What follows belongs to an exercise in optimizing a design on an open flow for small area, a short achievable clock period and few clock cycles; a production flow would make more cautious choices. Only simulation tests tie the RTL to the original design; equivalence was not proved. Power and IR drop assume default switching activity.

==> flow/design.v <==
`default_nettype none
package gpsc_pkg;
    localparam int MAX_ROWS  = 64;
    localparam int MAX_COLS  = 64;
    localparam int MAX_CELLS = 63;
    localparam int DIV_K = 3;
    typedef enum logic [1:0] {
        OP_CLEAR    = 2'd0,
        OP_ADD_EDGE = 2'd1,
        OP_EMIT     = 2'd2,
        OP_NONE     = 2'd3
    } t_op;
    typedef enum logic [1:0] {
        CFG_CELL_WIDTH = 2'd0,
        CFG_CELL_DEPTH = 2'd1,
        CFG_GRID_COLS  = 2'd2,
        CFG_GRID_ROWS  = 2'd3
    } t_cfg_idx;
endpackage
`default_nettype wire
`default_nettype none
import gpsc_pkg::*;
module gpsc_div #(
    parameter int RW = 16,    
    parameter int SW = 6,     
    parameter int K  = 3      
) (
    input  wire logic          i_clk,
    input  wire logic          i_load,
    input  wire logic [RW-1:0] i_rem,
    input  wire logic [SW-1:0] i_bits,
    input  wire logic [RW-1:0] i_d,
    output logic [SW-1:0]      o_bits,
    output logic [SW-1:0]      o_bits_nxt
);
    logic [RW-1:0] r_rem;
    logic [SW-1:0] r_bits;
    logic [RW-1:0] w_rem;
    logic [SW-1:0] w_bits;
    logic [RW:0]   w_t;
    always_comb begin
        w_rem  = r_rem;
        w_bits = r_bits;
        w_t    = '0;
        for (int i = 0; i < K; i++) begin
            w_t = {w_rem, w_bits[SW-1]};
            if (w_t >= {1'b0, i_d}) begin
                w_rem  = RW'(w_t - {1'b0, i_d});
                w_bits = {w_bits[SW-2:0], 1'b1};
            end else begin
                w_rem  = w_t[RW-1:0];
                w_bits = {w_bits[SW-2:0], 1'b0};
            end
        end
    end
    always_ff @(posedge i_clk) begin
        if (i_load) begin
            r_rem  <= i_rem;
            r_bits <= i_bits;
        end else begin
            r_rem  <= w_rem;
            r_bits <= w_bits;
        end
    end
    assign o_bits     = r_bits;
    assign o_bits_nxt = w_bits;
endmodule
`default_nettype wire
`default_nettype none
import gpsc_pkg::*;
module grid_polygon_span_cell_list (
    input  wire logic               i_clk,
    input  wire logic               i_rst_n,
    input  wire logic               i_in_valid,
    output logic                    o_in_stall,
    input  wire logic [1:0]         i_operation,
    input  wire logic signed [23:0] i_start_x,
    input  wire logic signed [23:0] i_start_z,
    input  wire logic signed [23:0] i_end_x,
    input  wire logic signed [23:0] i_end_z,
    output logic                    o_out_valid,
    input  wire logic               i_out_stall,
    output logic                    o_cell_valid,
    output logic [11:0]             o_cell_index,
    output logic                    o_list_last,
    input  wire logic               i_cfg_valid,
    output logic                    o_cfg_ready,
    input  wire logic [1:0]         i_cfg_index,
    input  wire logic [15:0]        i_cfg_data
);
    typedef enum logic [3:0] {
        S_IDLE  = 4'd0,
        S_SU0   = 4'd1,     
        S_SU1   = 4'd2,
        S_SU2   = 4'd3,     
        S_SU3   = 4'd4,
        S_SU4   = 4'd5,     
        S_LOOP  = 4'd6,     
        S_MUL   = 4'd7,     
        S_LDL   = 4'd8,     
        S_LDIV  = 4'd9,     
        S_TX    = 4'd10,    
        S_XLD   = 4'd11,    
        S_XS1   = 4'd12,
        S_XS2   = 4'd13,    
        S_EROW  = 4'd14,    
        S_ECELL = 4'd15     
    } t_state;
    t_state r_state;
    logic [15:0] r_xl, r_zl;
    logic [6:0]  r_cols, r_rows;
    logic signed [23:0] r_x0, r_z0, r_x1, r_z1;
    logic               r_up, r_dn, r_long, r_xpos;
    logic [20:0]        r_absD;
    logic [22:0]        r_absB;
    logic               r_sD, r_sB;
    logic signed [7:0]  r_x0q, r_x1q, r_m1;
    logic signed [7:0]  r_m;
    logic signed [7:0]  r_lo, r_hi;
    logic signed [23:0] r_tz;
    logic               r_tzv;
    logic signed [7:0]  r_cs;
    logic               r_csv;
    logic [21:0]        r_absA;
    logic               r_sQ;
    logic [44:0]        r_P;
    logic [2:0]         r_lcnt;
    logic               r_lsat;
    logic signed [25:0] r_xn;
    logic [6:0]          mem_lo [MAX_ROWS];
    logic [6:0]          mem_hp [MAX_ROWS];
    logic [MAX_ROWS-1:0] r_vld;
    logic [5:0]  r_er;
    logic [11:0] r_base;
    logic [6:0]  r_ex, r_ehp;
    logic [5:0]  r_cnt;
    logic        r_eterm;
    logic        r_ov;
    logic        r_ocv;
    logic [11:0] r_oidx;
    logic        r_olast;
    logic signed [25:0] w_xa, w_za;
    logic [25:0]        w_xabs, w_zabs;
    logic               w_xres, w_zres;
    logic signed [7:0]  w_xval, w_zval;
    logic               r_xres, r_zres;
    logic signed [7:0]  r_xval, r_zval;
    logic               w_xload, w_zload;
    logic [5:0]         w_xu_q, w_xu_qn, w_zu_q, w_zu_qn;
    logic signed [7:0]  w_xq_nxt, w_zq_nxt;
    logic signed [25:0] w_x0e, w_x1e, w_z0e, w_z1e;
    assign w_x0e = r_x0;
    assign w_x1e = r_x1;
    assign w_z0e = r_z0;
    assign w_z1e = r_z1;
    always_comb begin
        unique case (r_state)
            S_SU0:   w_xa = w_x0e;
            S_SU2:   w_xa = w_x1e;
            default: w_xa = r_xn;
        endcase
        w_za = (r_state == S_SU0) ? w_z0e : w_z1e;
    end
    assign w_xabs = w_xa[25] ? -w_xa : w_xa;
    assign w_zabs = w_za[25] ? -w_za : w_za;
    always_comb begin
        if (w_xa[25]) begin
            w_xres = 1'b1;
            w_xval = (w_xabs >= {10'd0, r_xl}) ? -8'sd1 : 8'sd0;
        end else if (w_xabs[25:6] >= {4'd0, r_xl}) begin
            w_xres = 1'b1;
            w_xval = 8'sd64;
        end else begin
            w_xres = 1'b0;
            w_xval = 8'sd0;
        end
        if (w_za[25]) begin
            w_zres = 1'b1;
            w_zval = (w_zabs >= {10'd0, r_zl}) ? -8'sd1 : 8'sd0;
        end else if (w_zabs[25:6] >= {4'd0, r_zl}) begin
            w_zres = 1'b1;
            w_zval = 8'sd64;
        end else begin
            w_zres = 1'b0;
            w_zval = 8'sd0;
        end
    end
    assign w_xload = (r_state == S_SU0) || (r_state == S_SU2) || (r_state == S_XLD);
    assign w_zload = (r_state == S_SU0) || (r_state == S_SU2);
    gpsc_div #(.RW(16), .SW(6), .K(DIV_K)) u_xdiv (
        .i_clk      (i_clk),
        .i_load     (w_xload),
        .i_rem      (w_xabs[21:6]),
        .i_bits     (w_xabs[5:0]),
        .i_d        (r_xl),
        .o_bits     (w_xu_q),
        .o_bits_nxt (w_xu_qn)
    );
    gpsc_div #(.RW(16), .SW(6), .K(DIV_K)) u_zdiv (
        .i_clk      (i_clk),
        .i_load     (w_zload),
        .i_rem      (w_zabs[21:6]),
        .i_bits     (w_zabs[5:0]),
        .i_d        (r_zl),
        .o_bits     (w_zu_q),
        .o_bits_nxt (w_zu_qn)
    );
    assign w_xq_nxt = r_xres ? r_xval : $signed({2'b00, w_xu_qn});
    assign w_zq_nxt = r_zres ? r_zval : $signed({2'b00, w_zu_qn});
    logic signed [24:0] w_e;
    logic signed [22:0] w_a;
    logic [21:0]        w_absA;
    logic [21:0]        w_mul_a;
    logic [22:0]        w_mul_b;
    logic [44:0]        w_prod;
    logic [22:0]        w_na;
    assign w_e    = r_tz - r_z0;
    assign w_a    = w_e >>> 2;
    assign w_na   = -w_a;
    assign w_absA = w_a[22] ? w_na[21:0] : w_a[21:0];
    logic [6:0] w_mup;
    assign w_mup   = r_m[6:0] + {6'd0, r_up};
    assign w_mul_a = (r_state == S_MUL) ? r_absA : {15'd0, w_mup};
    assign w_mul_b = (r_state == S_MUL) ? r_absB : {7'd0, r_zl};
    assign w_prod  = 45'(w_mul_a) * 45'(w_mul_b);
    logic        w_lsat, w_e6, w_e12, w_e18;
    logic [20:0] w_lrem;
    logic [23:0] w_lbits;
    logic [2:0]  w_lcnt;
    logic [23:0] w_lu_q, w_lu_qn;
    assign w_lsat = (r_P[44:24] >= r_absD);
    assign w_e6   = (r_P[44:27] == '0) && (r_P[26:6]  < r_absD);
    assign w_e12  = (r_P[44:33] == '0) && (r_P[32:12] < r_absD);
    assign w_e18  = (r_P[44:39] == '0) && (r_P[38:18] < r_absD);
    always_comb begin
        if (w_e6) begin
            w_lrem  = r_P[26:6];
            w_lbits = {r_P[5:0], 18'd0};
            w_lcnt  = 3'd2;
        end else if (w_e12) begin
            w_lrem  = r_P[32:12];
            w_lbits = {r_P[11:0], 12'd0};
            w_lcnt  = 3'd4;
        end else if (w_e18) begin
            w_lrem  = r_P[38:18];
            w_lbits = {r_P[17:0], 6'd0};
            w_lcnt  = 3'd6;
        end else begin
            w_lrem  = r_P[44:24];
            w_lbits = r_P[23:0];
            w_lcnt  = 3'd0;     
        end
    end
    gpsc_div #(.RW(21), .SW(24), .K(DIV_K)) u_ldiv (
        .i_clk      (i_clk),
        .i_load     (r_state == S_LDL),
        .i_rem      (w_lrem),
        .i_bits     (w_lbits),
        .i_d        (r_absD),
        .o_bits     (w_lu_q),
        .o_bits_nxt (w_lu_qn)
    );
    logic [23:0]        w_qm;
    logic signed [25:0] w_tx, w_txs;
    assign w_qm  = r_lsat ? 24'hffffff : w_lu_q;
    logic signed [25:0] w_qp, w_qs;
    logic signed [24:0] w_xs;
    assign w_qp  = $signed({2'b00, w_qm});
    assign w_qs  = r_sQ ? -w_qp : w_qp;
    assign w_tx  = w_x0e + w_qs;
    assign w_xs  = r_x0 + r_x1;
    assign w_txs = w_xs >>> 1;
    logic signed [24:0] w_dz, w_dx;
    logic signed [20:0] w_d, w_nd;
    logic signed [22:0] w_b, w_nb;
    assign w_dz = r_z1 - r_z0;
    assign w_dx = r_x1 - r_x0;
    assign w_d  = w_dz >>> 4;
    assign w_b  = w_dx >>> 2;
    assign w_nd = -w_d;
    assign w_nb = -w_b;
    logic w_ingrid, w_meq, w_away, w_tzfin;
    assign w_ingrid = !r_m[7] && (r_m[6:0] < r_rows);
    assign w_meq    = (r_m == r_m1);
    assign w_away   = r_m[7] ? !r_up : r_up;
    assign w_tzfin  = (r_up && (r_tz >= r_z1)) || (r_dn && (r_tz <= r_z1));
    logic [5:0]        w_raddr;
    logic [6:0]        w_rd_lo, w_rd_hp;
    logic              w_rd_vld;
    logic              w_wr;
    logic signed [7:0] w_wv;            
    logic signed [7:0] w_wlo, w_whi;
    logic [6:0]        w_nlo, w_nhp, w_mlo, w_mhp;
    assign w_raddr  = (r_state == S_EROW) ? r_er : r_m[5:0];
    assign w_rd_lo  = mem_lo[w_raddr];
    assign w_rd_hp  = mem_hp[w_raddr];
    assign w_rd_vld = r_vld[w_raddr];
    always_comb begin
        w_wr = 1'b0;
        w_wv = r_x1q;
        unique case (r_state)
            S_LOOP: begin
                if (w_meq || (w_ingrid && r_tzv && w_tzfin)) begin
                    w_wr = w_ingrid;
                    w_wv = r_x1q;
                end else if (w_ingrid && r_tzv && !r_long && r_csv) begin
                    w_wr = 1'b1;
                    w_wv = r_cs;
                end
            end
            S_XS2: begin
                w_wr = 1'b1;
                w_wv = w_xq_nxt;
            end
            default: ;
        endcase
        w_wlo = r_xpos ? r_lo : w_wv;
        w_whi = r_xpos ? w_wv : r_hi;
        w_nlo = w_wlo[7] ? 7'd0 : w_wlo[6:0];
        w_nhp = (w_whi >= 8'sd63) ? 7'd64 : 7'(w_whi + 8'sd1);
        w_mlo = (w_rd_vld && (w_rd_lo < w_nlo)) ? w_rd_lo : w_nlo;
        w_mhp = (w_rd_vld && (w_rd_hp > w_nhp)) ? w_rd_hp : w_nhp;
    end
    always_ff @(posedge i_clk) begin
        if (w_wr) begin
            mem_lo[r_m[5:0]] <= w_mlo;
            mem_hp[r_m[5:0]] <= w_mhp;
        end
    end
    logic       w_free;
    logic [6:0] w_ehp;
    logic       w_rowne;
    logic       w_lastrow;
    logic [5:0] w_cnt_n;
    assign w_free    = !r_ov || !i_out_stall;
    assign w_ehp     = (w_rd_hp < r_cols) ? w_rd_hp : r_cols;
    assign w_rowne   = w_rd_vld && (w_rd_lo < w_ehp);
    assign w_lastrow = ({1'b0, r_er} + 7'd1 >= r_rows);
    assign w_cnt_n   = r_cnt + 6'd1;
    always_ff @(posedge i_clk) begin
        if (!i_rst_n) begin
            r_state <= S_IDLE;
            r_xl    <= 16'd768;
            r_zl    <= 16'd768;
            r_cols  <= 7'd16;
            r_rows  <= 7'd16;
            r_vld   <= '0;
            r_ov    <= 1'b0;
        end else begin
            if (i_cfg_valid) begin
                unique case (i_cfg_index)
                    CFG_CELL_WIDTH: r_xl   <= (i_cfg_data == '0) ? 16'd1 : i_cfg_data;
                    CFG_CELL_DEPTH: r_zl   <= (i_cfg_data == '0) ? 16'd1 : i_cfg_data;
                    CFG_GRID_COLS:  r_cols <= (i_cfg_data[6:0] > 7'd64) ? 7'd64 : i_cfg_data[6:0];
                    CFG_GRID_ROWS:  r_rows <= (i_cfg_data[6:0] > 7'd64) ? 7'd64 : i_cfg_data[6:0];
                endcase
            end
            if (!i_out_stall) begin
                r_ov <= 1'b0;
            end
            if (w_wr) begin
                r_vld[r_m[5:0]] <= 1'b1;
            end
            unique case (r_state)
                S_IDLE: begin
                    if (i_in_valid) begin
                        r_x0   <= i_start_x;
                        r_z0   <= i_start_z;
                        r_x1   <= i_end_x;
                        r_z1   <= i_end_z;
                        r_er   <= '0;
                        r_base <= '0;
                        r_cnt  <= '0;
                        unique case (i_operation)
                            OP_CLEAR:    r_vld   <= '0;
                            OP_ADD_EDGE: r_state <= S_SU0;
                            OP_EMIT:     r_state <= S_EROW;
                            OP_NONE:     r_state <= S_IDLE;
                        endcase
                        r_eterm <= (r_rows == '0);
                    end
                end
                S_SU0: begin
                    r_up   <= (r_z1 > r_z0);
                    r_dn   <= (r_z1 < r_z0);
                    r_xpos <= (r_x1 >= r_x0);
                    r_long <= (w_dz >= 25'sd16) || (w_dz <= -25'sd16);
                    r_sD   <= w_d[20];
                    r_absD <= w_d[20] ? w_nd : w_d;
                    r_sB   <= w_b[22];
                    r_absB <= w_b[22] ? w_nb : w_b;
                    r_xres  <= w_xres;
                    r_xval  <= w_xval;
                    r_zres  <= w_zres;
                    r_zval  <= w_zval;
                    r_tzv   <= 1'b0;
                    r_csv   <= 1'b0;
                    r_state <= S_SU1;
                end
                S_SU1: r_state <= S_SU2;
                S_SU2: begin
                    r_x0q   <= w_xq_nxt;
                    r_lo    <= w_xq_nxt;
                    r_hi    <= w_xq_nxt;
                    r_m     <= w_zq_nxt;
                    r_xres  <= w_xres;
                    r_xval  <= w_xval;
                    r_zres  <= w_zres;
                    r_zval  <= w_zval;
                    r_state <= S_SU3;
                end
                S_SU3: r_state <= S_SU4;
                S_SU4: begin
                    r_x1q   <= w_xq_nxt;
                    r_m1    <= w_zq_nxt;
                    r_state <= S_LOOP;
                end
                S_LOOP: begin
                    if (w_meq) begin
                        r_state <= S_IDLE;
                    end else if (w_ingrid) begin
                        if (!r_tzv) begin
                            r_tz  <= 24'(w_prod[22:0]);
                            r_tzv <= 1'b1;
                        end else if (w_tzfin) begin
                            r_state <= S_IDLE;
                        end else if (r_long) begin
                            r_absA  <= w_absA;
                            r_sQ    <= w_a[22] ^ r_sB ^ r_sD;
                            r_state <= S_MUL;
                        end else if (r_csv) begin
                            r_lo <= r_cs;
                            r_hi <= r_cs;
                            if (r_up) begin
                                r_m  <= r_m + 8'sd1;
                                r_tz <= r_tz + 24'(r_zl);
                            end else begin
                                r_m  <= r_m - 8'sd1;
                                r_tz <= r_tz - 24'(r_zl);
                            end
                        end else begin
                            r_xn    <= w_txs;
                            r_state <= S_XLD;
                        end
                    end else if (w_away) begin
                        r_state <= S_IDLE;
                    end else if (r_m[7]) begin
                        r_m <= 8'sd0;
                    end else begin
                        r_m <= ($signed({1'b0, r_rows}) - 8'sd1 > r_m1) ?
                               $signed({1'b0, r_rows}) - 8'sd1 : r_m1;
                    end
                end
                S_MUL: begin
                    r_P     <= w_prod;
                    r_state <= S_LDL;
                end
                S_LDL: begin
                    r_lsat  <= w_lsat;
                    r_lcnt  <= w_lcnt;
                    r_state <= w_lsat ? S_TX : S_LDIV;
                end
                S_LDIV: begin
                    r_lcnt <= r_lcnt - 3'd1;
                    if (r_lcnt == 3'd1) begin
                        r_state <= S_TX;
                    end
                end
                S_TX: begin
                    r_xn    <= w_tx;
                    r_state <= S_XLD;
                end
                S_XLD: begin
                    r_xres  <= w_xres;
                    r_xval  <= w_xval;
                    r_state <= S_XS1;
                end
                S_XS1: r_state <= S_XS2;
                S_XS2: begin
                    if (!r_long) begin
                        r_cs  <= w_xq_nxt;
                        r_csv <= 1'b1;
                    end
                    r_lo <= w_xq_nxt;
                    r_hi <= w_xq_nxt;
                    if (r_up) begin
                        r_m  <= r_m + 8'sd1;
                        r_tz <= r_tz + 24'(r_zl);
                    end else begin
                        r_m  <= r_m - 8'sd1;
                        r_tz <= r_tz - 24'(r_zl);
                    end
                    r_state <= S_LOOP;
                end
                S_EROW: begin
                    if (r_eterm) begin
                        if (w_free) begin
                            r_ov    <= 1'b1;
                            r_ocv   <= 1'b0;
                            r_oidx  <= '0;
                            r_olast <= 1'b1;
                            r_state <= S_IDLE;
                        end
                    end else if (w_rowne) begin
                        if (w_free) begin
                            r_ov    <= 1'b1;
                            r_ocv   <= 1'b1;
                            r_oidx  <= r_base + 12'(w_rd_lo);
                            r_olast <= 1'b0;
                            r_cnt   <= w_cnt_n;
                            r_ex    <= w_rd_lo + 7'd1;
                            r_ehp   <= w_ehp;
                            if (w_cnt_n == 6'(MAX_CELLS)) begin
                                r_eterm <= 1'b1;
                            end else if (w_rd_lo + 7'd1 < w_ehp) begin
                                r_state <= S_ECELL;
                            end else begin
                                r_er    <= r_er + 6'd1;
                                r_base  <= r_base + 12'(r_cols);
                                r_eterm <= w_lastrow;
                            end
                        end
                    end else begin
                        r_er    <= r_er + 6'd1;
                        r_base  <= r_base + 12'(r_cols);
                        r_eterm <= w_lastrow;
                    end
                end
                S_ECELL: begin
                    if (w_free) begin
                        r_ov    <= 1'b1;
                        r_ocv   <= 1'b1;
                        r_oidx  <= r_base + 12'(r_ex);
                        r_olast <= 1'b0;
                        r_cnt   <= w_cnt_n;
                        r_ex    <= r_ex + 7'd1;
                        if (w_cnt_n == 6'(MAX_CELLS)) begin
                            r_eterm <= 1'b1;
                            r_state <= S_EROW;
                        end else if (r_ex + 7'd1 >= r_ehp) begin
                            r_er    <= r_er + 6'd1;
                            r_base  <= r_base + 12'(r_cols);
                            r_eterm <= w_lastrow;
                            r_state <= S_EROW;
                        end
                    end
                end
                default: r_state <= S_IDLE;
            endcase
        end
    end
    assign o_in_stall   = (r_state != S_IDLE);
    assign o_cfg_ready  = 1'b1;
    assign o_out_valid  = r_ov;
    assign o_cell_valid = r_ocv;
    assign o_cell_index = r_oidx;
    assign o_list_last  = r_olast;
endmodule
`default_nettype wire
==> flow/run.sh <==
#!/bin/bash
# synth_recipe.tcl (not shown) runs the flow's synth.tcl, then flattens the netlist and writes it again
# the make line also repeats each setting of config.mk as NAME=value (left out here)
make -C /OpenROAD-flow-scripts/flow DESIGN_CONFIG=/design/flow/config.mk WORK_HOME=/design/flow/orfs CLKGATE_MAP_FILE= SYNTH_SCRIPT=/design/flow/synth_recipe.tcl finish
==> flow/config.mk <==
export PLATFORM = sky130hd
export DESIGN_NAME = grid_polygon_span_cell_list
export DESIGN_NICKNAME = grid_polygon_span_cell_list
export VERILOG_FILES = /design/flow/design.v
export SDC_FILE = /design/flow/constraint.sdc
export NUM_CORES = 4
export LEC_CHECK = 0
export CAP_MARGIN = 20
export CORE_MARGIN = 2
export CORE_UTILIZATION = 40
export SLEW_MARGIN = 20
==> flow/constraint.sdc <==
create_clock -name core_clock -period 12.0 [get_ports {i_clk}]
set_input_delay 2.4000 -clock core_clock [delete_from_list [all_inputs] [get_ports {i_clk}]]
set_output_delay 2.4000 -clock core_clock [all_outputs]
set_load 0.01 [all_outputs]
==> flow_summary.ini <==
[status]
status = no timing/DRC/antenna violations

[synth]
ys_top_cells_by_area = edfxtp_1 38%, ha_1 9.3%, fa_1 8.6%
synth_edf_count = 1265
synth_fp_nets = 10596
yosys-top-cells-count = 1265 x edfxtp_1, 1130 x nand2_1, 788 x inv_1
yosysMostFrequentCell = edfxtp_1
yosys_most_used_dff = edfxtp_1
ys_warn_count = 3
yosysSeqAreaShare_pct = 41.9
yosys.area.top_type = edfxtp_1
ys_ff_latch = 1469
synth_area_per_cell_um2 = 10.8
syn_inst = 9297
yosys.area.top_type_share_pct = 37.8
synthArstFlopShare_pct = 0
synth_area_um2 = 100000
yosysUniqueCellTypes = 116

[cells_and_area]
nFillCells = 23391
area_delta_synth_final_pct = 11.5
multi_input_area_um2 = 54100
seqCellArea_um2 = 42100
final_area_um2 = 112000
finalNetCount = 10708
fin_util_pct = 44.7
finalNonFillerCells = 12917
drive_gt1_share_pct = 10.0

[clock_network]
cts_tree = built
numCtsBuffers = 164
cts-root-buf = clkbuf_16
clkSlewWorstSetupHoldPaths_ns = 0.06
cts.path.max_buffers = 3
h-tree-depth = 4
hold_buffers = 0
clock_sinks = 1469
clk_latency_ns = 0.89

[sta]
slew-limit-headroom_pct = 24.7
min_period_over_period_pct = 93.0
tightestPinTransition_ns = 1.10
fin_skew_ns = 0.104
rsz0062_at_grt = false
period_needed_ns = 11.16
final-setup-viol-count = 0
hold_viol_final = 0
fmax_ghz = 0.0896
maxSlewViolCount = 0

[die]
initial_utilization_pct = 40.1
die-area_um2 = 255000
die_h_um = 505
fp.dieW_um = 505
design.core.area_um2 = 250000
io_pins = 138
rows = 184

[pwr]
swShare_pct = 42.6
sequentialPowerShare_pct = 24.5
internal_power_w = 0.0156
leakage_nw = 44.0
total_power_w = 0.0272
p_per_area_nw_per_um2 = 243
p_clk_share_pct = 18.6
p_comb_share_pct = 56.9
p_sw_w = 0.0116
max-vdd-ir-drop_mv = 0.296

[drt]
drt_first_pass_iters = 6
drtAntennaViolNets = 0
vias = 73748
avgRoutedWirePerCell_um = 24.3
viasPerCell = 5.71
finalWirelength_mm = 313
drt_first_iter_violations = 6672
route.detailed.drc = 0

[global_routing]
grt_pass1_vias = 72827
grt_pass1_wl_mm = 467
grt_max_degree = 131
overflow = 0
antenna_found_initial = 26
track_usage_pct = 24.1

[worst_setup_path]
start_kind = flip-flop
arrival_ns = 11.68
cp_slowest_cell = or4_1
cp_slowest_stage_delay_ns = 0.52
crit_fanout = 32
critPathRequiredTime_ns = 12.52
end_kind = flip-flop
path_class = reg -> reg

[worst_hold_path]
min-delay-path-class = reg -> reg

[place]
io_buffers = 136
dp_hpwl_mm = 228
placed_area_um2 = 106000
dp.cells = 12583
gp_congestion = 0.944

[flow_run]
cap_violations = 0
-- metal layers --
metal / share of wire (%) / track usage [%] / vias to the layer above
met2: 47 / 39.1 / 2767
met4: 4.4 / 9.99 / 8
met5: 0.017 / 0 / -
met1: 42 / 31.9 / 36911
li1: - / - / 33522
met3: 7.0 / 3.97 / 540
-- power by group through the flow --
| stage | sequential [W] | combinational (W) | clock [W] |
|---|---|---|---|
| after floorplan | 0.00659 | 0.0114 | 0 |
| after global placement | 0.00677 | 0.0150 | 0 |
| after detailed placement | 0.00676 | 0.0152 | 0 |
| after CTS | 0.00666 | 0.0154 | 0.00514 |
| after global routing | 0.00669 | 0.0172 | 0.00534 |
| final | 0.00667 | 0.0155 | 0.00506 |
-- final timing paths --
check        cells after the start  slack, ns               end             start
min                              2       0.44  u_xdiv.r_bits[4]  u_xdiv.r_bits[1]
min reg2reg                      2       0.44  u_xdiv.r_bits[4]  u_xdiv.r_bits[1]
max reg2reg                     54       0.84     mem_hp[36][3]           r_xl[1]
max                             54       0.84     mem_hp[36][3]           r_xl[1]
-- state kept, by name, summed over array words and instances (netlist names), 12 cells and up --
| register | count |
|---|---|
| mem_hp | 448 |
| mem_lo | 448 |
| r_vld | 64 |
| r_P | 45 |
| r_xn | 26 |
| r_tz | 24 |
| r_x0 | 24 |
| r_x1 | 24 |
| r_z0 | 24 |
| r_z1 | 24 |
| u_ldiv.r_bits | 24 |
| r_absB | 23 |
| r_absA | 22 |
| r_absD | 21 |
| u_ldiv.r_rem | 21 |
| r_xl | 16 |
| r_zl | 16 |
| u_xdiv.r_rem | 16 |
| u_zdiv.r_rem | 16 |
| r_base | 12 |
| r_oidx | 12 |
-- per-stage QoR --
step           TNS, ns  setup WS [ns]  hold WS [ns]
2_1_floorplan  -159.70          -1.17         0.422
3_3_place_gp         0          0.744         0.442
3_5_place_dp         0          0.823         0.448
4_1_cts              0          0.726         0.451
5_1_grt              0         0.0353         0.476
6_report             0          0.842         0.443
-- timing repair --
action                                  CTS  global route
resized for setup                         0             7
setup buffers                             0             1
endpoints found under the setup margin    0           448
endpoints found under the hold margin     0             0
-- critical path: cells and delay by family, from the launching register on --
kind | cells | cell delay (ns)
AND/OR/NAND/NOR | 10 | 1.71
flip-flops | 1 | 0.38
AO/OA/AOI/OAI | 30 | 5.61
adder cells (fa/ha/maj) | 5 | 1.44
buffers and inverters | 8 | 1.31
multiplexers | 1 | 0.36
-- cell families after synthesis --
kind of cell / count (synthesis) / share of synthesized area, %
xor gates and xnor gates: 458 / 3.99
buffers and inverters: 1188 / 4.87
other: 1 / 0.00373
muxes: 422 / 7.23
adders and majority gates: 1178 / 17.9
and+or+nand+nor: 2759 / 12.6
DFF: 1469 / 41.9
AOI/OAI and AO/OA: 1822 / 11.5
-- layout make-up --
cell class / count / area share (%)
multi-input combinational: 6640 / 48.3
antenna: 21 / 0.0469
clock buffer: 204 / 3.94
timing repair buffer: 342 / 2.84
tap: 3348 / 3.74
clock inverter: 101 / 0.942
sequential: 1469 / 37.6
inverter: 792 / 2.65
-- cell usage in the layout (no fill, tap or decap), types with 194 or more instances in the layout --
| master | Yosys | final |
|---|---|---|
| edfxtp_1 | 1265 | 1265 |
| nand2_1 | 1130 | 1129 |
| inv_1 | 788 | 787 |
| ha_1 | 744 | 744 |
| a21oi_1 | 582 | 579 |
| nor2_1 | 627 | 558 |
| fa_1 | 434 | 434 |
| o21ai_0 | 371 | 365 |
| xnor2_1 | 320 | 320 |
| mux4_2 | 221 | 221 |
| dfxtp_1 | 204 | 204 |
| and3_1 | 195 | 194 |
Testbench counts, summed over its fixed seeds: cycles 27,842.

-- separate check: timing with driven ports --
No port has a modelled driver above. Below, the same layout with a new extraction and two added sets of constraints. Step 1 (the two cells are an assumption about what drives the block):
set clk [get_ports {i_clk}]
set_driving_cell -lib_cell sky130_fd_sc_hd__clkbuf_16 $clk
set_driving_cell -lib_cell sky130_fd_sc_hd__buf_2 [delete_from_list [all_inputs] $clk]
Step 2 moves the port delays by t, midway between the first and last clock arrival at a register: inputs arrive t later, outputs are due t later. That takes back most of the time a late clock gives input paths. Three values: no drivers, after step 1, after step 2; two values: the first two.
t (ns): 0.922
setup slack, ns: 0.842 / 0.842 / 0.842
worst setup path at the end: register to register
After both steps setup and hold are still met in this run. For this run, drivers alone change the setup slack by 0.000 ns; drivers and shift together by 0.000 ns.
